Source: an optimization exercise on an open RTL-to-GDS flow (aim: small area, a short achievable clock period and few clock cycles per item). Production flows keep margins and buffers that such runs may drop. Only simulation tests tie the RTL to the original design; equivalence was not proved.

## flow/design.v (module list and top-level ports; edited modules follow where they fit)
// module dmrk_mulcs_ss: 3021 lines
// module dmrk_mulcs_su: 2929 lines
// module dmrk_wdiv: 63 lines
// module dmrk_core: 266 lines
// module density_matrix_rk4_step: 102 lines
module density_matrix_rk4_step
(
   input  logic                  clock,
   input  logic                  reset,
   input  logic                  req_valid,
   output logic                  req_ready,
   input  logic                  req_command,
   input  logic signed [31:0]    req_velocity,
   input  logic signed [31:0]    req_coupling_now,
   input  logic signed [31:0]    req_coupling_next,
   input  logic signed [31:0]    req_lower_energy_now,
   input  logic signed [31:0]    req_lower_energy_next,
   input  logic signed [31:0]    req_upper_energy_now,
   input  logic signed [31:0]    req_upper_energy_next,
   output logic                  rsp_valid,
   input  logic                  rsp_ready,
   output logic signed [31:0]    rsp_pop_lower_re,
   output logic signed [31:0]    rsp_pop_lower_im,
   output logic signed [31:0]    rsp_coher_up_re,
   output logic signed [31:0]    rsp_coher_up_im,
   output logic signed [31:0]    rsp_coher_down_re,
   output logic signed [31:0]    rsp_coher_down_im,
   output logic signed [31:0]    rsp_pop_upper_re,
   output logic signed [31:0]    rsp_pop_upper_im,
   input  logic                  psel,
   input  logic                  penable,
   input  logic                  pwrite,
   input  logic [dmrk_pkg::CSR_ADDR_W-1:0] paddr,
   input  logic [31:0]           pwdata,
   output logic [31:0]           prdata,
   output logic                  pready
);
  // ...
==> flow/run.sh <==
#!/bin/bash
# synth_recipe.tcl (not shown) runs the flow's synth.tcl, then flattens the netlist and writes it again
# the make line also repeats each setting of config.mk as NAME=value (left out here)
make -C /OpenROAD-flow-scripts/flow DESIGN_CONFIG=/design/flow/config.mk WORK_HOME=/design/flow/orfs CLKGATE_MAP_FILE= SYNTH_SCRIPT=/design/flow/synth_recipe.tcl finish
==> flow/config.mk <==
export PLATFORM = sky130hd
export DESIGN_NAME = density_matrix_rk4_step
export DESIGN_NICKNAME = density_matrix_rk4_step
export VERILOG_FILES = /design/flow/design.v
export SDC_FILE = /design/flow/constraint.sdc
export NUM_CORES = 4
export LEC_CHECK = 0
export CAP_MARGIN = 20
export CORE_MARGIN = 2
export CORE_UTILIZATION = 30
export PLACE_DENSITY = 0.5
export SLEW_MARGIN = 20
==> flow/constraint.sdc <==
create_clock -name core_clock -period 12.0 [get_ports {clock}]
set_input_delay 2.4000 -clock core_clock [delete_from_list [all_inputs] [get_ports {clock}]]
set_output_delay 2.4000 -clock core_clock [all_outputs]
set_load 0.01 [all_outputs]
==> results.tsv, run 1 <==
metric	value	unit
maxCapViolations	0	
ant_nets	0	
syn-num-nets	34394	
yosys.area_share.xor_xnor	3.69	%
hpwl	828000	um
met1_length	449000	um
clk_share	3.34	%
die_x	912	um
yosysSeqAreaShare	20.0	%
timing.final.hold_violations	0	
ctsResizeCount	19	
fin_cells	40427	
status	timing/DRC/antenna clean	
drv_slew	0	
seq_area	0.0495	sq mm
track_usage	25.9	%
dr_wl_met2	472000	um
yosysTopAreaCellShare	29.3	%
fin_util	34.3	%
synth_compound_area_share	13.0	%
clkSlewWorstSetupHoldPaths	0.06	ns
start_util	30.1	%
grt_max_degree	170	
cts-htree-levels	5	
crit_path_end	u_core.y_ff[5]	
ys_warn_count	3	
crit_family	compound AO/OA/AOI/OAI gates	
worst_slack	0.350	ns
Testbench counts, summed over its fixed seeds: cycles 47,866, steps 1,600.
==> module dmrk_core, before the edit <==
module dmrk_core
(
   input  logic              clock,
   input  logic              reset,
   input  logic              start,        
   input  logic              start_lower,  
   input  logic              slot_free,    
   input  logic signed [31:0] velocity,
   input  logic signed [31:0] coupling_now,
   input  logic signed [31:0] coupling_next,
   input  logic signed [31:0] lower_energy_now,
   input  logic signed [31:0] lower_energy_next,
   input  logic signed [31:0] upper_energy_now,
   input  logic signed [31:0] upper_energy_next,
   input  logic [30:0]       step_size,
   input  logic [30:0]       wt_third,
   input  logic [30:0]       wt_sixth,
   output logic              busy,
   output logic              commit_ok,    
   output logic              done,         
   output logic [7:0][31:0]  rho
);
   localparam logic [4:0] T_COMMIT = 5'd31;
   logic             busy_ff, lower_ff;
   logic [4:0]       t_ff;
   logic [7:0][31:0] rho_ff, a_ff, y_ff;
   logic signed [31:0] v_ff, g0_ff, g1_ff, l0_ff, l1_ff, u0_ff, u1_ff;
   logic signed [31:0] g_ff, de_ff, vg_ff;
   logic [1:0][31:0] s_ff, f_ff, e1_ff, e2_ff, d1_ff, d2_ff, p_ff;
   logic [4:0] t, tp;
   assign t  = t_ff;
   assign tp = t_ff - 5'd1;
   typedef enum logic [2:0] {F_NONE, F_VG, F_E1, F_E2, F_Q, F_P} fop_type;
   typedef enum logic [2:0] {H_NONE, H_D1, H_D2, H_P} hop_type;
   function automatic fop_type fop_at(input logic [4:0] tt);
      fop_at = F_NONE;
      case (tt)
         5'd1, 5'd6, 5'd13, 5'd20:   fop_at = F_VG;
         5'd2, 5'd9, 5'd16, 5'd23:   fop_at = F_E1;
         5'd3, 5'd10, 5'd17, 5'd24:  fop_at = F_E2;
         5'd4, 5'd11, 5'd18, 5'd25:  fop_at = F_Q;
         5'd5, 5'd12, 5'd19, 5'd26:  fop_at = F_P;
         default:                    fop_at = F_NONE;
      endcase
   endfunction
   function automatic hop_type hop_at(input logic [4:0] tt);
      hop_at = H_NONE;
      case (tt)
         5'd6, 5'd9, 5'd13, 5'd16, 5'd20, 5'd23, 5'd27: hop_at = H_D1;
         5'd7, 5'd10, 5'd14, 5'd17, 5'd21, 5'd24, 5'd28: hop_at = H_D2;
         5'd8, 5'd11, 5'd15, 5'd18, 5'd22, 5'd25, 5'd29: hop_at = H_P;
         default:                                       hop_at = H_NONE;
      endcase
   endfunction
   function automatic logic hop_adv(input logic [4:0] tt);
      case (tt)
         5'd6, 5'd7, 5'd8, 5'd13, 5'd14, 5'd15, 5'd20, 5'd21, 5'd22: hop_adv = 1'b1;
         default: hop_adv = 1'b0;
      endcase
   endfunction
   function automatic logic [30:0] hop_c(input logic [4:0] tt, input logic [30:0] h,
                                         input logic [30:0] w3, input logic [30:0] w6);
      case (tt)
         5'd6, 5'd7, 5'd8, 5'd13, 5'd14, 5'd15: hop_c = {1'b0, h[30:1]};
         5'd20, 5'd21, 5'd22:                    hop_c = h;
         5'd16, 5'd17, 5'd18, 5'd23, 5'd24, 5'd25: hop_c = w3;
         default:                                hop_c = w6;
      endcase
   endfunction
   fop_type f_op1, f_op2;
   hop_type h_op1, h_op2;
   logic    h_adv2;
   logic [30:0] h_c1, h_c2;
   logic    prep_d, prep_s, prep_gde, mid_next;
   always_comb begin
      f_op1  = busy_ff ? fop_at(t)  : F_NONE;
      f_op2  = busy_ff ? fop_at(tp) : F_NONE;
      h_op1  = busy_ff ? hop_at(t)  : H_NONE;
      h_op2  = busy_ff ? hop_at(tp) : H_NONE;
      h_adv2 = hop_adv(tp);
      h_c1   = hop_c(t, step_size, wt_third, wt_sixth);
      h_c2   = hop_c(tp, step_size, wt_third, wt_sixth);
      prep_d = busy_ff && (t == 5'd3 || t == 5'd10 || t == 5'd17 || t == 5'd24);
      prep_s = busy_ff && (t == 5'd4 || t == 5'd11 || t == 5'd18 || t == 5'd25);
      prep_gde = busy_ff && (t == 5'd5 || t == 5'd12 || t == 5'd19);
      mid_next = (t != 5'd19);
   end
   logic [1:0][31:0] fx, fy, hx;
   logic [1:0][63:0] fs_w, fc_w, hs_w, hc_w;
   logic [1:0][47:0] fs_ff, fc_ff;
   logic [1:0][63:0] hs_ff, hc_ff;
   logic [1:0]       fc16_ff, hmin_ff;
   logic [1:0][31:0] f_r, h_pos, h_neg;
   logic [1:0][63:0] hn_t;
   for (genvar L = 0; L < 2; L++) begin : g_lane
      always_comb begin
         fx[L] = de_ff;
         fy[L] = f_ff[L];
         case (f_op1)
            F_VG: begin fx[L] = v_ff;  fy[L] = g_ff;  end
            F_E1: begin fx[L] = de_ff; fy[L] = y_ff[3 - L]; end
            F_E2: begin fx[L] = de_ff; fy[L] = y_ff[5 - L]; end
            F_Q:  begin fx[L] = vg_ff; fy[L] = f_ff[L]; end
            F_P:  begin fx[L] = vg_ff; fy[L] = s_ff[L]; end
            default: begin fx[L] = de_ff; fy[L] = f_ff[L]; end
         endcase
         case (h_op1)
            H_D1:    hx[L] = d1_ff[L];
            H_D2:    hx[L] = d2_ff[L];
            default: hx[L] = p_ff[L];
         endcase
      end
      dmrk_mulcs_ss u_ftree (.a(fx[L]), .b(fy[L]), .s(fs_w[L]), .c(fc_w[L]));
      dmrk_mulcs_su u_htree (.a(hx[L]), .b(h_c1), .s(hs_w[L]), .c(hc_w[L]));
      logic [16:0] f_lo;
      assign f_lo = {1'b0, fs_w[L][15:0]} + {1'b0, fc_w[L][15:0]};
      always_ff @(posedge clock) begin
         fs_ff[L]   <= fs_w[L][63:16];
         fc_ff[L]   <= fc_w[L][63:16];
         fc16_ff[L] <= f_lo[16];
         hs_ff[L]   <= hs_w[L];
         hc_ff[L]   <= hc_w[L];
         hmin_ff[L] <= (hx[L] == 32'h8000_0000);
      end
      logic [47:0] f_t;
      logic [63:0] h_t, cm;
      always_comb begin
         f_t = fs_ff[L] + fc_ff[L] + {47'd0, fc16_ff[L]};
         h_t = hs_ff[L] + hc_ff[L];
         f_r[L]   = dmrk_pkg::round_sat(f_t);
         h_pos[L] = dmrk_pkg::round_sat(h_t[63:16]);
      end
      assign cm = hmin_ff[L] ? {33'd0, h_c2} : 64'd0;
      assign hn_t[L] = ~hs_ff[L] + ~hc_ff[L] + ~cm + 64'h0100_0003;
      assign h_neg[L] = dmrk_pkg::round_sat(hn_t[L][63:16]);
   end
   logic [7:0][31:0] y_in, a_in, rho_in;
   always_comb begin
      y_in   = y_ff;
      a_in   = a_ff;
      rho_in = rho_ff;
      done   = 1'b0;
      if (start && !start_lower) begin
         if (busy_ff && lower_ff) begin
            for (int k = 0; k < 8; k++) begin
               y_in[k] = '0;
            end
            y_in[0] = dmrk_pkg::Q_ONE;
         end else begin
            y_in = a_ff;
         end
      end
      for (int L = 0; L < 2; L++) begin
         case (h_op2)
            H_D1: begin
               if (h_adv2) y_in[2 + L] = dmrk_pkg::sat_add(rho_ff[2 + L], h_pos[L]);
               else        a_in[2 + L] = dmrk_pkg::sat_add(a_ff[2 + L], h_pos[L]);
            end
            H_D2: begin
               if (h_adv2) y_in[4 + L] = dmrk_pkg::sat_add(rho_ff[4 + L], h_pos[L]);
               else        a_in[4 + L] = dmrk_pkg::sat_add(a_ff[4 + L], h_pos[L]);
            end
            H_P: begin
               if (h_adv2) begin
                  y_in[6 + L] = dmrk_pkg::sat_add(rho_ff[6 + L], h_pos[L]);
                  y_in[L]     = dmrk_pkg::sat_add(rho_ff[L], h_neg[L]);
               end else begin
                  a_in[6 + L] = dmrk_pkg::sat_add(a_ff[6 + L], h_pos[L]);
                  a_in[L]     = dmrk_pkg::sat_add(a_ff[L], h_neg[L]);
               end
            end
            default: ;
         endcase
      end
      if (busy_ff && t == T_COMMIT && slot_free) begin
         done = 1'b1;
         if (lower_ff) begin
            for (int k = 0; k < 8; k++) begin
               rho_in[k] = '0;
               a_in[k]   = '0;
            end
            rho_in[0] = dmrk_pkg::Q_ONE;
            a_in[0]   = dmrk_pkg::Q_ONE;
         end else begin
            rho_in = a_ff;
         end
      end
   end
   always_ff @(posedge clock) begin
      y_ff <= y_in;
      if (reset) begin
         for (int k = 0; k < 8; k++) begin
            rho_ff[k] <= (k == 0) ? dmrk_pkg::Q_ONE : '0;
            a_ff[k]   <= (k == 0) ? dmrk_pkg::Q_ONE : '0;
         end
      end else begin
         rho_ff <= rho_in;
         a_ff   <= a_in;
      end
   end
   always_ff @(posedge clock) begin
      if (start) begin
         v_ff  <= velocity;
         g0_ff <= coupling_now;
         g1_ff <= coupling_next;
         l0_ff <= lower_energy_now;
         l1_ff <= lower_energy_next;
         u0_ff <= upper_energy_now;
         u1_ff <= upper_energy_next;
         g_ff  <= coupling_now;
         de_ff <= dmrk_pkg::sat_sub(lower_energy_now, upper_energy_now);
      end else if (prep_gde) begin
         if (mid_next) begin
            g_ff  <= dmrk_pkg::half(g0_ff, g1_ff);
            de_ff <= dmrk_pkg::sat_sub(dmrk_pkg::half(l0_ff, l1_ff), dmrk_pkg::half(u0_ff, u1_ff));
         end else begin
            g_ff  <= g1_ff;
            de_ff <= dmrk_pkg::sat_sub(l1_ff, u1_ff);
         end
      end
      if (f_op2 == F_VG) begin
         vg_ff <= f_r[0];
      end
      for (int L = 0; L < 2; L++) begin
         if (prep_d) f_ff[L] <= dmrk_pkg::sat_sub(y_ff[L], y_ff[6 + L]);
         if (prep_s) s_ff[L] <= dmrk_pkg::sat_add(y_ff[2 + L], y_ff[4 + L]);
         case (f_op2)
            F_E1: e1_ff[L] <= f_r[L];
            F_E2: e2_ff[L] <= f_r[L];
            F_P:  p_ff[L]  <= f_r[L];
            F_Q: begin
               if (L == 0) begin
                  d1_ff[L] <= dmrk_pkg::sat_add(f_r[L], e1_ff[L]);
                  d2_ff[L] <= dmrk_pkg::sat_sub(f_r[L], e2_ff[L]);
               end else begin
                  d1_ff[L] <= dmrk_pkg::sat_sub(f_r[L], e1_ff[L]);
                  d2_ff[L] <= dmrk_pkg::sat_add(f_r[L], e2_ff[L]);
               end
            end
            default: ;
         endcase
      end
   end
   always_ff @(posedge clock) begin
      if (reset) begin
         busy_ff  <= 1'b0;
         lower_ff <= 1'b0;
         t_ff     <= '0;
      end else if (start) begin
         busy_ff  <= 1'b1;
         lower_ff <= start_lower;
         t_ff     <= start_lower ? T_COMMIT : 5'd1;
      end else if (busy_ff) begin
         if (t_ff == T_COMMIT) begin
            if (slot_free) begin
               busy_ff <= 1'b0;
            end
         end else begin
            t_ff <= t_ff + 5'd1;
         end
      end
   end
   assign busy      = busy_ff;
   assign commit_ok = busy_ff && (t_ff == T_COMMIT);
   assign rho       = rho_ff;
endmodule
==> module density_matrix_rk4_step, before the edit <==
module density_matrix_rk4_step
(
   input  logic                  clock,
   input  logic                  reset,
   input  logic                  req_valid,
   output logic                  req_ready,
   input  logic                  req_command,
   input  logic signed [31:0]    req_velocity,
   input  logic signed [31:0]    req_coupling_now,
   input  logic signed [31:0]    req_coupling_next,
   input  logic signed [31:0]    req_lower_energy_now,
   input  logic signed [31:0]    req_lower_energy_next,
   input  logic signed [31:0]    req_upper_energy_now,
   input  logic signed [31:0]    req_upper_energy_next,
   output logic                  rsp_valid,
   input  logic                  rsp_ready,
   output logic signed [31:0]    rsp_pop_lower_re,
   output logic signed [31:0]    rsp_pop_lower_im,
   output logic signed [31:0]    rsp_coher_up_re,
   output logic signed [31:0]    rsp_coher_up_im,
   output logic signed [31:0]    rsp_coher_down_re,
   output logic signed [31:0]    rsp_coher_down_im,
   output logic signed [31:0]    rsp_pop_upper_re,
   output logic signed [31:0]    rsp_pop_upper_im,
   input  logic                  psel,
   input  logic                  penable,
   input  logic                  pwrite,
   input  logic [dmrk_pkg::CSR_ADDR_W-1:0] paddr,
   input  logic [31:0]           pwdata,
   output logic [31:0]           prdata,
   output logic                  pready
);
   logic [30:0]      step_ff;
   logic             rsp_valid_ff, acc_ff;
   logic [7:0][31:0] rho;
   logic             step_wr, start, slot_free;
   logic             core_busy, core_commit_ok, core_done;
   logic             div_busy;
   logic [30:0]      wt_third, wt_sixth;
   assign pready  = 1'b1;
   assign prdata  = paddr[2] ? 32'd0 : {1'b0, step_ff};
   assign step_wr = psel && penable && pwrite && !paddr[2];
   assign req_ready = !div_busy && !acc_ff && (!core_busy || (core_commit_ok && !rsp_valid_ff));
   assign start     = req_valid && req_ready;
   assign slot_free = !rsp_valid_ff || rsp_ready;
   dmrk_wdiv u_wdiv (
      .clock     (clock),
      .reset     (reset),
      .start     (step_wr),
      .step_size (step_ff),
      .third     (wt_third),
      .sixth     (wt_sixth),
      .busy      (div_busy)
   );
   dmrk_core u_core (
      .clock             (clock),
      .reset             (reset),
      .start             (start),
      .start_lower       (req_command),
      .slot_free         (slot_free),
      .velocity          (req_velocity),
      .coupling_now      (req_coupling_now),
      .coupling_next     (req_coupling_next),
      .lower_energy_now  (req_lower_energy_now),
      .lower_energy_next (req_lower_energy_next),
      .upper_energy_now  (req_upper_energy_now),
      .upper_energy_next (req_upper_energy_next),
      .step_size         (step_ff),
      .wt_third          (wt_third),
      .wt_sixth          (wt_sixth),
      .busy              (core_busy),
      .commit_ok         (core_commit_ok),
      .done              (core_done),
      .rho               (rho)
   );
   always_ff @(posedge clock) begin
      if (reset) begin
         step_ff      <= dmrk_pkg::STEP_RESET;
         rsp_valid_ff <= 1'b0;
         acc_ff       <= 1'b0;
      end else begin
         acc_ff <= start;
         if (step_wr) begin
            step_ff <= pwdata[30:0];
         end
         if (core_done) begin
            rsp_valid_ff <= 1'b1;
         end else if (rsp_ready) begin
            rsp_valid_ff <= 1'b0;
         end
      end
   end
   assign rsp_valid         = rsp_valid_ff;
   assign rsp_pop_lower_re  = rho[0];
   assign rsp_pop_lower_im  = rho[1];
   assign rsp_coher_up_re   = rho[2];
   assign rsp_coher_up_im   = rho[3];
   assign rsp_coher_down_re = rho[4];
   assign rsp_coher_down_im = rho[5];
   assign rsp_pop_upper_re  = rho[6];
   assign rsp_pop_upper_im  = rho[7];
endmodule
==> run 2: changes to the inputs <==
--- a/flow/design.v
+++ b/flow/design.v
@@ -41,6 +41,22 @@
          round_sat = t[39:8];
       end
    endfunction
+   function automatic signed [31:0] sat40(input logic [39:0] v);
+      if (v[39:31] != {9{v[31]}}) begin
+         sat40 = v[39] ? Q_MIN : Q_MAX;
+      end else begin
+         sat40 = v[31:0];
+      end
+   endfunction
+   function automatic signed [31:0] sat_ext(input logic neg, input logic [32:0] b);
+      logic [33:0] s;
+      s = {b[32], b} + (neg ? 34'h3_8000_0000 : 34'h0_7fff_ffff);
+      if (s[33:31] != {3{s[31]}}) begin
+         sat_ext = s[33] ? Q_MIN : Q_MAX;
+      end else begin
+         sat_ext = s[31:0];
+      end
+   endfunction
 endpackage
 `default_nettype wire
 `default_nettype none
@@ -6079,93 +6095,119 @@
    input  logic [30:0]       wt_third,
    input  logic [30:0]       wt_sixth,
    output logic              busy,
-   output logic              commit_ok,    
+   output logic              can_start,    
    output logic              done,         
    output logic [7:0][31:0]  rho
 );
-   localparam logic [4:0] T_COMMIT = 5'd31;
-   logic             busy_ff, lower_ff;
+   localparam logic [4:0] T_COMMIT = 5'd28;
+   logic             busy_ff, lower_ff, nxt_ff, nlow_ff, cpend_ff;
    logic [4:0]       t_ff;
    logic [7:0][31:0] rho_ff, a_ff, y_ff;
    logic signed [31:0] v_ff, g0_ff, g1_ff, l0_ff, l1_ff, u0_ff, u1_ff;
    logic signed [31:0] g_ff, de_ff, vg_ff;
-   logic [1:0][31:0] s_ff, f_ff, e1_ff, e2_ff, d1_ff, d2_ff, p_ff;
-   logic [4:0] t, tp;
-   assign t  = t_ff;
-   assign tp = t_ff - 5'd1;
+   logic [1:0][32:0] e1_ff, e2_ff;      
+   logic [1:0][31:0] d1_ff, d2_ff, p_ff;
    typedef enum logic [2:0] {F_NONE, F_VG, F_E1, F_E2, F_Q, F_P} fop_type;
-   typedef enum logic [2:0] {H_NONE, H_D1, H_D2, H_P} hop_type;
+   typedef enum logic [1:0] {H_NONE, H_D1, H_D2, H_P} hop_type;
+   typedef enum logic [1:0] {K_ADV, K_WT, K_LAST} hkind_type;
    function automatic fop_type fop_at(input logic [4:0] tt);
-      fop_at = F_NONE;
       case (tt)
-         5'd1, 5'd6, 5'd13, 5'd20:   fop_at = F_VG;
-         5'd2, 5'd9, 5'd16, 5'd23:   fop_at = F_E1;
-         5'd3, 5'd10, 5'd17, 5'd24:  fop_at = F_E2;
-         5'd4, 5'd11, 5'd18, 5'd25:  fop_at = F_Q;
-         5'd5, 5'd12, 5'd19, 5'd26:  fop_at = F_P;
+         5'd1, 5'd6, 5'd12, 5'd18, 5'd24: fop_at = F_VG;
+         5'd2, 5'd8, 5'd14, 5'd20:   fop_at = F_E1;
+         5'd3, 5'd9, 5'd15, 5'd21:   fop_at = F_E2;
+         5'd4, 5'd10, 5'd16, 5'd22:  fop_at = F_Q;
+         5'd5, 5'd11, 5'd17, 5'd23:  fop_at = F_P;
          default:                    fop_at = F_NONE;
       endcase
    endfunction
    function automatic hop_type hop_at(input logic [4:0] tt);
-      hop_at = H_NONE;
       case (tt)
-         5'd6, 5'd9, 5'd13, 5'd16, 5'd20, 5'd23, 5'd27: hop_at = H_D1;
-         5'd7, 5'd10, 5'd14, 5'd17, 5'd21, 5'd24, 5'd28: hop_at = H_D2;
-         5'd8, 5'd11, 5'd15, 5'd18, 5'd22, 5'd25, 5'd29: hop_at = H_P;
+         5'd6, 5'd9, 5'd12, 5'd15, 5'd18, 5'd21, 5'd24: hop_at = H_D1;
+         5'd7, 5'd10, 5'd13, 5'd16, 5'd19, 5'd22, 5'd25: hop_at = H_D2;
+         5'd8, 5'd11, 5'd14, 5'd17, 5'd20, 5'd23, 5'd26: hop_at = H_P;
          default:                                       hop_at = H_NONE;
       endcase
    endfunction
-   function automatic logic hop_adv(input logic [4:0] tt);
+   function automatic hkind_type hop_kind(input logic [4:0] tt);
       case (tt)
-         5'd6, 5'd7, 5'd8, 5'd13, 5'd14, 5'd15, 5'd20, 5'd21, 5'd22: hop_adv = 1'b1;
-         default: hop_adv = 1'b0;
+         5'd6, 5'd7, 5'd8, 5'd12, 5'd13, 5'd14, 5'd18, 5'd19, 5'd20: hop_kind = K_ADV;
+         5'd24, 5'd25, 5'd26: hop_kind = K_LAST;
+         default: hop_kind = K_WT;
       endcase
    endfunction
-   function automatic logic [30:0] hop_c(input logic [4:0] tt, input logic [30:0] h,
-                                         input logic [30:0] w3, input logic [30:0] w6);
+   function automatic logic [1:0] hop_csel(input logic [4:0] tt);
       case (tt)
-         5'd6, 5'd7, 5'd8, 5'd13, 5'd14, 5'd15: hop_c = {1'b0, h[30:1]};
-         5'd20, 5'd21, 5'd22:                    hop_c = h;
-         5'd16, 5'd17, 5'd18, 5'd23, 5'd24, 5'd25: hop_c = w3;
-         default:                                hop_c = w6;
+         5'd6, 5'd7, 5'd8, 5'd12, 5'd13, 5'd14:   hop_csel = 2'd0;
+         5'd18, 5'd19, 5'd20:                      hop_csel = 2'd1;
+         5'd15, 5'd16, 5'd17, 5'd21, 5'd22, 5'd23: hop_csel = 2'd2;
+         default:                                  hop_csel = 2'd3;
+      endcase
+   endfunction
+   function automatic logic [30:0] csel_val(input logic [1:0] sel, input logic [30:0] h,
+                                            input logic [30:0] w3, input logic [30:0] w6);
+      case (sel)
+         2'd0:    csel_val = {1'b0, h[30:1]};
+         2'd1:    csel_val = h;
+         2'd2:    csel_val = w3;
+         default: csel_val = w6;
       endcase
    endfunction
-   fop_type f_op1, f_op2;
-   hop_type h_op1, h_op2;
-   logic    h_adv2;
+   logic [4:0]  t;
+   fop_type     f_op1, f_op2_ff;
+   hop_type     h_op1, h_op2_ff;
+   hkind_type   h_kind2_ff;
+   logic [1:0]  h_csel2_ff;
    logic [30:0] h_c1, h_c2;
-   logic    prep_d, prep_s, prep_gde, mid_next;
+   logic        prep_gde, mid_next, window, wrap, commit_now;
+   assign t = t_ff;
    always_comb begin
-      f_op1  = busy_ff ? fop_at(t)  : F_NONE;
-      f_op2  = busy_ff ? fop_at(tp) : F_NONE;
-      h_op1  = busy_ff ? hop_at(t)  : H_NONE;
-      h_op2  = busy_ff ? hop_at(tp) : H_NONE;
-      h_adv2 = hop_adv(tp);
-      h_c1   = hop_c(t, step_size, wt_third, wt_sixth);
-      h_c2   = hop_c(tp, step_size, wt_third, wt_sixth);
-      prep_d = busy_ff && (t == 5'd3 || t == 5'd10 || t == 5'd17 || t == 5'd24);
-      prep_s = busy_ff && (t == 5'd4 || t == 5'd11 || t == 5'd18 || t == 5'd25);
-      prep_gde = busy_ff && (t == 5'd5 || t == 5'd12 || t == 5'd19);
-      mid_next = (t != 5'd19);
+      f_op1 = F_NONE;
+      h_op1 = H_NONE;
+      if (busy_ff) begin
+         f_op1 = fop_at(t);
+         h_op1 = hop_at(t);
+         if (t == 5'd24 && !nxt_ff) f_op1 = F_NONE;
+         if (t == 5'd2 && cpend_ff) h_op1 = H_P;
+      end
+      h_c1     = csel_val(hop_csel(t), step_size, wt_third, wt_sixth);
+      h_c2     = csel_val(h_csel2_ff, step_size, wt_third, wt_sixth);
+      prep_gde = busy_ff && (t == 5'd5 || t == 5'd11 || t == 5'd17);
+      mid_next = (t != 5'd17);
+      window   = busy_ff && !lower_ff && !nxt_ff && !nlow_ff &&
+                 (t == 5'd21 || t == 5'd22 || t == 5'd23);
+      wrap     = busy_ff && nxt_ff && (t == 5'd25);
+      commit_now = busy_ff && ((cpend_ff && t == 5'd4) || (t == T_COMMIT && slot_free));
+   end
+   assign can_start = !busy_ff || window || (busy_ff && t == T_COMMIT && !nlow_ff);
+   always_ff @(posedge clock) begin
+      if (reset) begin
+         f_op2_ff <= F_NONE;
+         h_op2_ff <= H_NONE;
+      end else begin
+         f_op2_ff <= f_op1;
+         h_op2_ff <= h_op1;
+      end
+      h_kind2_ff <= (t == 5'd2 && cpend_ff) ? K_LAST : hop_kind(t);
+      h_csel2_ff <= hop_csel(t);
    end
    logic [1:0][31:0] fx, fy, hx;
    logic [1:0][63:0] fs_w, fc_w, hs_w, hc_w;
    logic [1:0][47:0] fs_ff, fc_ff;
    logic [1:0][63:0] hs_ff, hc_ff;
    logic [1:0]       fc16_ff, hmin_ff;
-   logic [1:0][31:0] f_r, h_pos, h_neg;
-   logic [1:0][63:0] hn_t;
+   logic [1:0][31:0] f_r, f_d1, f_d2, h_pos, h_neg, hb_pos, hb_neg;
    for (genvar L = 0; L < 2; L++) begin : g_lane
+      logic [31:0] f_dif, f_sum;
       always_comb begin
-         fx[L] = de_ff;
-         fy[L] = f_ff[L];
+         f_dif = dmrk_pkg::sat_sub(y_ff[L], y_ff[6 + L]);
+         f_sum = dmrk_pkg::sat_add(y_ff[2 + L], y_ff[4 + L]);
          case (f_op1)
-            F_VG: begin fx[L] = v_ff;  fy[L] = g_ff;  end
-            F_E1: begin fx[L] = de_ff; fy[L] = y_ff[3 - L]; end
-            F_E2: begin fx[L] = de_ff; fy[L] = y_ff[5 - L]; end
-            F_Q:  begin fx[L] = vg_ff; fy[L] = f_ff[L]; end
-            F_P:  begin fx[L] = vg_ff; fy[L] = s_ff[L]; end
-            default: begin fx[L] = de_ff; fy[L] = f_ff[L]; end
+            F_VG:    begin fx[L] = v_ff;  fy[L] = g_ff;  end
+            F_E1:    begin fx[L] = de_ff; fy[L] = y_ff[3 - L]; end
+            F_E2:    begin fx[L] = de_ff; fy[L] = y_ff[5 - L]; end
+            F_Q:     begin fx[L] = vg_ff; fy[L] = f_dif; end
+            F_P:     begin fx[L] = vg_ff; fy[L] = f_sum; end
+            default: begin fx[L] = vg_ff; fy[L] = f_sum; end
          endcase
          case (h_op1)
             H_D1:    hx[L] = d1_ff[L];
@@ -6185,80 +6227,99 @@
          hc_ff[L]   <= hc_w[L];
          hmin_ff[L] <= (hx[L] == 32'h8000_0000);
       end
-      logic [47:0] f_t;
-      logic [63:0] h_t, cm;
+      logic [47:0] f_t, f_u1, f_u2;
+      logic        f_ovf;
+      always_comb begin
+         f_t  = fs_ff[L] + fc_ff[L] + {47'd0, fc16_ff[L]};
+         f_u1 = fs_ff[L] + fc_ff[L] + {47'd0, fc16_ff[L]} + {{7{e1_ff[L][32]}}, e1_ff[L], 8'd0};
+         f_u2 = fs_ff[L] + fc_ff[L] + {47'd0, fc16_ff[L]} + {{7{e2_ff[L][32]}}, e2_ff[L], 8'd0};
+         f_ovf    = (f_t[47:39] != {9{f_t[39]}});
+         f_r[L]   = dmrk_pkg::sat40(f_t[47:8]);
+         f_d1[L]  = f_ovf ? dmrk_pkg::sat_ext(f_t[47], e1_ff[L]) : dmrk_pkg::sat40(f_u1[47:8]);
+         f_d2[L]  = f_ovf ? dmrk_pkg::sat_ext(f_t[47], e2_ff[L]) : dmrk_pkg::sat40(f_u2[47:8]);
+      end
+      logic [63:0] h_t, h_u, h_tn, h_un, cm;
+      logic        h_ovf, h_ovfn;
       always_comb begin
-         f_t = fs_ff[L] + fc_ff[L] + {47'd0, fc16_ff[L]};
-         h_t = hs_ff[L] + hc_ff[L];
-         f_r[L]   = dmrk_pkg::round_sat(f_t);
-         h_pos[L] = dmrk_pkg::round_sat(h_t[63:16]);
+         cm   = hmin_ff[L] ? {33'd0, h_c2} : 64'd0;
+         h_t  = hs_ff[L] + hc_ff[L];
+         h_u  = hs_ff[L] + hc_ff[L] + {{8{hb_pos[L][31]}}, hb_pos[L], 24'd0};
+         h_tn = ~hs_ff[L] + ~hc_ff[L] + ~cm + 64'h0100_0003;
+         h_un = ~hs_ff[L] + ~hc_ff[L] + ~cm + 64'h0100_0003 + {{8{hb_neg[L][31]}}, hb_neg[L], 24'd0};
+         h_ovf  = (h_t[63:55] != {9{h_t[55]}});
+         h_ovfn = (h_tn[63:55] != {9{h_tn[55]}});
+         h_pos[L] = h_ovf  ? dmrk_pkg::sat_ext(h_t[63],  {hb_pos[L][31], hb_pos[L]})
+                           : dmrk_pkg::sat40(h_u[63:24]);
+         h_neg[L] = h_ovfn ? dmrk_pkg::sat_ext(h_tn[63], {hb_neg[L][31], hb_neg[L]})
+                           : dmrk_pkg::sat40(h_un[63:24]);
       end
-      assign cm = hmin_ff[L] ? {33'd0, h_c2} : 64'd0;
-      assign hn_t[L] = ~hs_ff[L] + ~hc_ff[L] + ~cm + 64'h0100_0003;
-      assign h_neg[L] = dmrk_pkg::round_sat(hn_t[L][63:16]);
    end
    logic [7:0][31:0] y_in, a_in, rho_in;
    always_comb begin
+      for (int L = 0; L < 2; L++) begin
+         case (h_op2_ff)
+            H_D1:    hb_pos[L] = (h_kind2_ff == K_ADV) ? rho_ff[2 + L] : a_ff[2 + L];
+            H_D2:    hb_pos[L] = (h_kind2_ff == K_ADV) ? rho_ff[4 + L] : a_ff[4 + L];
+            default: hb_pos[L] = (h_kind2_ff == K_ADV) ? rho_ff[6 + L] : a_ff[6 + L];
+         endcase
+         hb_neg[L] = (h_kind2_ff == K_ADV) ? rho_ff[L] : a_ff[L];
+      end
+   end
+   always_comb begin
       y_in   = y_ff;
       a_in   = a_ff;
       rho_in = rho_ff;
       done   = 1'b0;
-      if (start && !start_lower) begin
-         if (busy_ff && lower_ff) begin
-            for (int k = 0; k < 8; k++) begin
-               y_in[k] = '0;
-            end
-            y_in[0] = dmrk_pkg::Q_ONE;
-         end else begin
-            y_in = a_ff;
-         end
-      end
       for (int L = 0; L < 2; L++) begin
-         case (h_op2)
+         case (h_op2_ff)
             H_D1: begin
-               if (h_adv2) y_in[2 + L] = dmrk_pkg::sat_add(rho_ff[2 + L], h_pos[L]);
-               else        a_in[2 + L] = dmrk_pkg::sat_add(a_ff[2 + L], h_pos[L]);
+               if (h_kind2_ff != K_WT)  y_in[2 + L] = h_pos[L];
+               if (h_kind2_ff != K_ADV) a_in[2 + L] = h_pos[L];
             end
             H_D2: begin
-               if (h_adv2) y_in[4 + L] = dmrk_pkg::sat_add(rho_ff[4 + L], h_pos[L]);
-               else        a_in[4 + L] = dmrk_pkg::sat_add(a_ff[4 + L], h_pos[L]);
+               if (h_kind2_ff != K_WT)  y_in[4 + L] = h_pos[L];
+               if (h_kind2_ff != K_ADV) a_in[4 + L] = h_pos[L];
             end
             H_P: begin
-               if (h_adv2) begin
-                  y_in[6 + L] = dmrk_pkg::sat_add(rho_ff[6 + L], h_pos[L]);
-                  y_in[L]     = dmrk_pkg::sat_add(rho_ff[L], h_neg[L]);
-               end else begin
-                  a_in[6 + L] = dmrk_pkg::sat_add(a_ff[6 + L], h_pos[L]);
-                  a_in[L]     = dmrk_pkg::sat_add(a_ff[L], h_neg[L]);
+               if (h_kind2_ff != K_WT) begin
+                  y_in[6 + L] = h_pos[L];
+                  y_in[L]     = h_neg[L];
+               end
+               if (h_kind2_ff != K_ADV) begin
+                  a_in[6 + L] = h_pos[L];
+                  a_in[L]     = h_neg[L];
                end
             end
             default: ;
          endcase
       end
-      if (busy_ff && t == T_COMMIT && slot_free) begin
+      if (commit_now) begin
          done = 1'b1;
          if (lower_ff) begin
             for (int k = 0; k < 8; k++) begin
                rho_in[k] = '0;
                a_in[k]   = '0;
+               y_in[k]   = '0;
             end
             rho_in[0] = dmrk_pkg::Q_ONE;
             a_in[0]   = dmrk_pkg::Q_ONE;
+            y_in[0]   = dmrk_pkg::Q_ONE;
          end else begin
             rho_in = a_ff;
          end
       end
    end
    always_ff @(posedge clock) begin
-      y_ff <= y_in;
       if (reset) begin
          for (int k = 0; k < 8; k++) begin
             rho_ff[k] <= (k == 0) ? dmrk_pkg::Q_ONE : '0;
             a_ff[k]   <= (k == 0) ? dmrk_pkg::Q_ONE : '0;
+            y_ff[k]   <= (k == 0) ? dmrk_pkg::Q_ONE : '0;
          end
       end else begin
          rho_ff <= rho_in;
          a_ff   <= a_in;
+         y_ff   <= y_in;
       end
    end
    always_ff @(posedge clock) begin
@@ -6281,24 +6342,17 @@
             de_ff <= dmrk_pkg::sat_sub(l1_ff, u1_ff);
          end
       end
-      if (f_op2 == F_VG) begin
+      if (f_op2_ff == F_VG) begin
          vg_ff <= f_r[0];
       end
       for (int L = 0; L < 2; L++) begin
-         if (prep_d) f_ff[L] <= dmrk_pkg::sat_sub(y_ff[L], y_ff[6 + L]);
-         if (prep_s) s_ff[L] <= dmrk_pkg::sat_add(y_ff[2 + L], y_ff[4 + L]);
-         case (f_op2)
-            F_E1: e1_ff[L] <= f_r[L];
-            F_E2: e2_ff[L] <= f_r[L];
+         case (f_op2_ff)
+            F_E1: e1_ff[L] <= (L == 0) ? {f_r[L][31], f_r[L]} : -{f_r[L][31], f_r[L]};
+            F_E2: e2_ff[L] <= (L == 0) ? -{f_r[L][31], f_r[L]} : {f_r[L][31], f_r[L]};
             F_P:  p_ff[L]  <= f_r[L];
             F_Q: begin
-               if (L == 0) begin
-                  d1_ff[L] <= dmrk_pkg::sat_add(f_r[L], e1_ff[L]);
-                  d2_ff[L] <= dmrk_pkg::sat_sub(f_r[L], e2_ff[L]);
-               end else begin
-                  d1_ff[L] <= dmrk_pkg::sat_sub(f_r[L], e1_ff[L]);
-                  d2_ff[L] <= dmrk_pkg::sat_add(f_r[L], e2_ff[L]);
-               end
+               d1_ff[L] <= f_d1[L];
+               d2_ff[L] <= f_d2[L];
             end
             default: ;
          endcase
@@ -6308,24 +6362,44 @@
       if (reset) begin
          busy_ff  <= 1'b0;
          lower_ff <= 1'b0;
+         nxt_ff   <= 1'b0;
+         nlow_ff  <= 1'b0;
+         cpend_ff <= 1'b0;
          t_ff     <= '0;
-      end else if (start) begin
-         busy_ff  <= 1'b1;
-         lower_ff <= start_lower;
-         t_ff     <= start_lower ? T_COMMIT : 5'd1;
-      end else if (busy_ff) begin
-         if (t_ff == T_COMMIT) begin
-            if (slot_free) begin
-               busy_ff <= 1'b0;
+      end else begin
+         if (cpend_ff && t_ff == 5'd4) begin
+            cpend_ff <= 1'b0;
+         end
+         if (start && window) begin
+            nxt_ff  <= !start_lower;
+            nlow_ff <= start_lower;
+            t_ff    <= t_ff + 5'd1;
+         end else if (start) begin
+            busy_ff  <= 1'b1;
+            lower_ff <= start_lower;
+            t_ff     <= start_lower ? T_COMMIT : 5'd1;
+         end else if (wrap) begin
+            nxt_ff   <= 1'b0;
+            cpend_ff <= 1'b1;
+            t_ff     <= 5'd2;
+         end else if (busy_ff) begin
+            if (t_ff == T_COMMIT) begin
+               if (slot_free) begin
+                  if (nlow_ff) begin
+                     nlow_ff  <= 1'b0;
+                     lower_ff <= 1'b1;
+                  end else begin
+                     busy_ff <= 1'b0;
+                  end
+               end
+            end else begin
+               t_ff <= t_ff + 5'd1;
             end
-         end else begin
-            t_ff <= t_ff + 5'd1;
          end
       end
    end
-   assign busy      = busy_ff;
-   assign commit_ok = busy_ff && (t_ff == T_COMMIT);
-   assign rho       = rho_ff;
+   assign busy = busy_ff;
+   assign rho  = rho_ff;
 endmodule
 `default_nettype wire
 `default_nettype none
@@ -6365,13 +6439,13 @@
    logic             rsp_valid_ff, acc_ff;
    logic [7:0][31:0] rho;
    logic             step_wr, start, slot_free;
-   logic             core_busy, core_commit_ok, core_done;
+   logic             core_busy, core_can_start, core_done;
    logic             div_busy;
    logic [30:0]      wt_third, wt_sixth;
    assign pready  = 1'b1;
    assign prdata  = paddr[2] ? 32'd0 : {1'b0, step_ff};
    assign step_wr = psel && penable && pwrite && !paddr[2];
-   assign req_ready = !div_busy && !acc_ff && (!core_busy || (core_commit_ok && !rsp_valid_ff));
+   assign req_ready = !div_busy && !acc_ff && core_can_start && !(core_busy && rsp_valid_ff);
    assign start     = req_valid && req_ready;
    assign slot_free = !rsp_valid_ff || rsp_ready;
    dmrk_wdiv u_wdiv (
@@ -6399,8 +6473,8 @@
       .step_size         (step_ff),
       .wt_third          (wt_third),
       .wt_sixth          (wt_sixth),
+      .can_start         (core_can_start),
       .busy              (core_busy),
-      .commit_ok         (core_commit_ok),
       .done              (core_done),
       .rho               (rho)
    );
==> flow/config.mk (replaced) <==
export PLATFORM = sky130hd
export DESIGN_NAME = density_matrix_rk4_step
export DESIGN_NICKNAME = density_matrix_rk4_step
export VERILOG_FILES = /design/flow/design.v
export SDC_FILE = /design/flow/constraint.sdc
export NUM_CORES = 4
export LEC_CHECK = 0
export ABC_CLOCK_PERIOD_IN_PS = 6000
export CAP_MARGIN = 40
export CORE_MARGIN = 2
export CORE_UTILIZATION = 40
export PLACE_DENSITY = 0.6
export SETUP_SLACK_MARGIN = 5
export SLEW_MARGIN = 30
==> run 2 against run 1 <==
- register-to-register slack improved by 2.5 ns
- non-clock buffer count up 884
- clock skew increased by 0.0028 ns
- utilization rose by 15 points
- highest routed layer unchanged
- critical path depth decreased by 16
==> results.tsv, run 2 <==
metric	value	unit	change
routedWlPerCell	28.9	um	was 27.4 um
cts-htree-levels	5		unchanged
syn-num-nets	35248		was 34394
drtPass1Iterations	7		was 11
worst_skew_pair.late_latency	1.06	ns	about the same
nets	36494		was 34862
wl	1140000	um	was 1110000 um
min_path_type	flop to flop		unchanged
syn_inst	29745		was 28772
start_util	40.2	%	was 30.1%
yosysSeqAreaShare	18.2	%	was 20.0%
ant_nets	0		unchanged
synth-async-reset-ratio	0	%	unchanged
io_buffers	552		unchanged
track_usage	34.5	%	was 25.9%
cp-end-kind	flop		unchanged
seq_area	0.0462	sq mm	was 0.0495 sq mm
tritoncts	done		unchanged
clkSlewWorstSetupHoldPaths	0.06	ns	about the same
worstPathMaxFanout	6		was 23
worstSetupStartpointType	flop		unchanged
layout-drive-gt1-share	18.7	%	was 7.54%
die_x	799	um	was 912 um
largest_reg_flops	256		
drv_slew	0		unchanged
maxCapViolations	0		unchanged
timing.final.hold_violations	0		unchanged
ys_warn_count	3		unchanged
yosysTopAreaCellShare	28.7	%	was 29.3%
path_class	flop to flop		unchanged
arrival	10.13	ns	was 12.49 ns
core-area	0.629	sq mm	was 0.822 sq mm
drc	0		unchanged
yosys.cell_count.top_type	inv_1		unchanged
die_area	0.638	sq mm	was 0.832 sq mm
status	timing/DRC/antenna clean		unchanged
synth-main-ff-cell	dfxtp_1		unchanged
grt_pass1_wl	1600000	um	was 1570000 um
rrSetupSlack	2.86	ns	was 0.35 ns
grt_max_degree	205		was 170
ys_ff_latch	1978		was 2090
dr.first_iter.drc_count	27441		was 22124
path_common_cell	fa_2		was a21o_1
setup_viol	0		unchanged
cp_slowest_cell	fa_2		was a222oi_1
rsz0062_at_grt	yes		unchanged
ctsHoldBuffers	0		unchanged
slew_headroom	25.1	%	was 9.75%
io-pin-count	558		unchanged
hpwl	802000	um	was 828000 um
required	12.99	ns	was 12.84 ns
ys_top_cells_by_count	inv_1 (4906), nor2_1 (3820), fa_1 (3622)		was inv_1 (5209), nor2_1 (4205), fa_1 (3626)
multi_input_area	0.198	sq mm	was 0.175 sq mm
final_cell_mix	inv_1 (4531), nor2_1 (3655), fa_1 (3062), nand2_1 (2458), ha_1 (1483)		was inv_1 (5206), nor2_1 (4192), fa_1 (3626), nand2_1 (2186), a21oi_1 (1813)
synth.area.top_cells	fa_1 (29%), dfxtp_1 (11%), ha_1 (8.0%)		was fa_1 (29%), dfxtp_1 (11%), edfxtp_1 (9.3%)
finClkSkew	0.104	ns	was 0.101 ns
synth_top_area_cell	fa_1		unchanged
largest_register	u_core.rho_ff		
fin_util	49.5	%	was 34.3%
rows	291		was 333
critical-path-max-stage-delay	0.63	ns	was 0.41 ns
layout_commonest_cell	inv_1		unchanged
synth_edf_count	642		was 768
fmax	0.109	GHz	was 0.0858 GHz
vias	234594		was 214207
timing.final.crit_period	9.14	ns	was 11.65 ns
grt_pass1_vias	229822		was 215797
synth_cell_types	122		was 111
syn_to_final_growth	23.1	%	was 13.9%
vias_per_cell	5.92		was 5.30
tns	0	ns	unchanged
gp_congestion	1.01		was 0.975
syn_area	0.253	sq mm	was 0.248 sq mm
whs	0.404	ns	was 0.474 ns
cts_root_buf	clkbuf_16		unchanged
clkSinkCount	1978		was 2090
antenna_found_initial	98		was 118
syn_area_per_cell	8.50	sq um	was 8.60 sq um
cts_buffer_depth	4		unchanged
fin_crit_sh	76.2	%	was 97.1%
tightest_slew	1.12	ns	was 1.35 ns
grt_overflow_total	0		unchanged
largestRegisters	u_core.rho_ff (256), u_core.a_ff (255), u_core.y_ff (255)		was u_core.a_ff (256), u_core.rho_ff (256), u_core.y_ff (256)
fillers	58237		was 85619
die_height	799	um	was 912 um
numCtsBuffers	263		was 274
## run 2: changes by cell type after synthesis, sizes merged, moves of 120 or more
| cell | before | now |
|---|---|---|
| o311ai | 16 | 167 |
| nand3b | 146 | 23 |
| and3 | 302 | 182 |
| nor3b | 22 | 284 |
| nor3 | 215 | 352 |
| nor2 | 4208 | 3822 |
| mux2i | 15 | 286 |
| or3 | 81 | 386 |
| inv | 5209 | 4908 |
| a222oi | 131 | 1 |
| nand3 | 295 | 565 |
| edfxtp | 768 | 642 |
| nand2 | 2202 | 2574 |
## run 2: metal layers
metal  vias to the layer above  part of all wire (%)  GRT usage [%]  wire length, um
met2                     15277                    40           49.0           458000
met3                      4186                    14           12.9           159000
met5                         -                 0.063         0.0225              722
li1                      98710                     -              -                -
met4                        71                    10           27.6           116000
met1                    116350                    36           42.0           411000
## run 2: worst max-delay path: cells and delay by family, from the launching register on
family          cells  cell delay [ns]
compound gates     12             2.54
flops               1             0.37
buf+inv            11             0.98
fa+ha+maj          10             4.68
simple gates        2             0.41
xor+xnor            1             0.08
## run 2: layout make-up
type / instances / area share (%)
Inverter: 4910 / 5.94
Antenna cell: 94 / 0.0756
Sequential cell: 1978 / 14.8
Multi-Input combinational cell: 21278 / 63.7
Clock inverter: 139 / 0.534
Tap cell: 8350 / 3.36
Timing Repair inverter: 1 / 0.00161
Clock buffer: 331 / 2.29
Timing Repair Buffer: 2559 / 9.24
## run 2: logic make-up (layout without fill, tap and decap cells)
group	after synthesis	after routing	share of synthesized area, %
xor gates and xnor gates	1039	1039	3.60
muxes	377	381	1.73
and+or+nand+nor	9266	9278	16.4
AOI/OAI and AO/OA	5332	5341	13.6
adders and majority gates	5237	5237	36.7
DFF	1978	1978	18.2
buffers and inverters	6514	7940	9.75
other	2	96	0.00297
## run 2: path summary, 6_finish.rpt
path / startpoint / to / depth (start not counted)
max: u_core.y_ff[32] / u_core.fc_ff[66] / 36
min: flop / u_core.h_op2_ff[0] / 2
max reg2reg: u_core.y_ff[32] / u_core.fc_ff[66] / 36
min reg2reg: flop / u_core.h_op2_ff[0] / 2
## run 2: what timing repair did
item,CTS,global route
endpoints found under the setup margin,1030,948
pin swaps,1042,884
resized for setup,2621,1447
buffers inserted,800,351
gates cloned,89,26
## run 2: per-stage QoR
step | cell area, sq um | worst slack (ns) | cells
final | 311000 | 2.86 | 39640
after global routing | 311000 | 2.74 | 39563
after CTS | 301000 | 2.89 | 39147
after detailed placement | 273000 | 1.62 | 37788
after global placement | 271000 | 1.34 | 37687
after floorplan | 255000 | 3.53 | 29745
Testbench counts of run 2, summed over its fixed seeds: cycles 37,364, steps 1,600.

-- afterwards: timing with drivers on the ports --
No port has a modelled driver above. Below, the same layouts with a new extraction and two added sets of constraints.
Step 1 sets driving cells, clkbuf_16 on the clock port and buf_2 on the other inputs (assumed; they add their load-dependent delay and slew).
Step 2, shift: input delay + t, output delay - t, t = (earliest + latest rising clock arrival at the registers) / 2. This alone moves slack from input paths to output paths.
Three values: ideal, step 1, step 2; two values: the first two.
run	shift t [ns]	setup slack, ns	worst setup path after step 2	worst data-port slew with drivers (ns)
run 1	1.153	0.350 / 0.350 / 0.350	register to register	0.16
run 2	1.136	2.857 / 2.857 / 2.857	register to register	0.29
After both steps setup and hold are still met in every run listed.
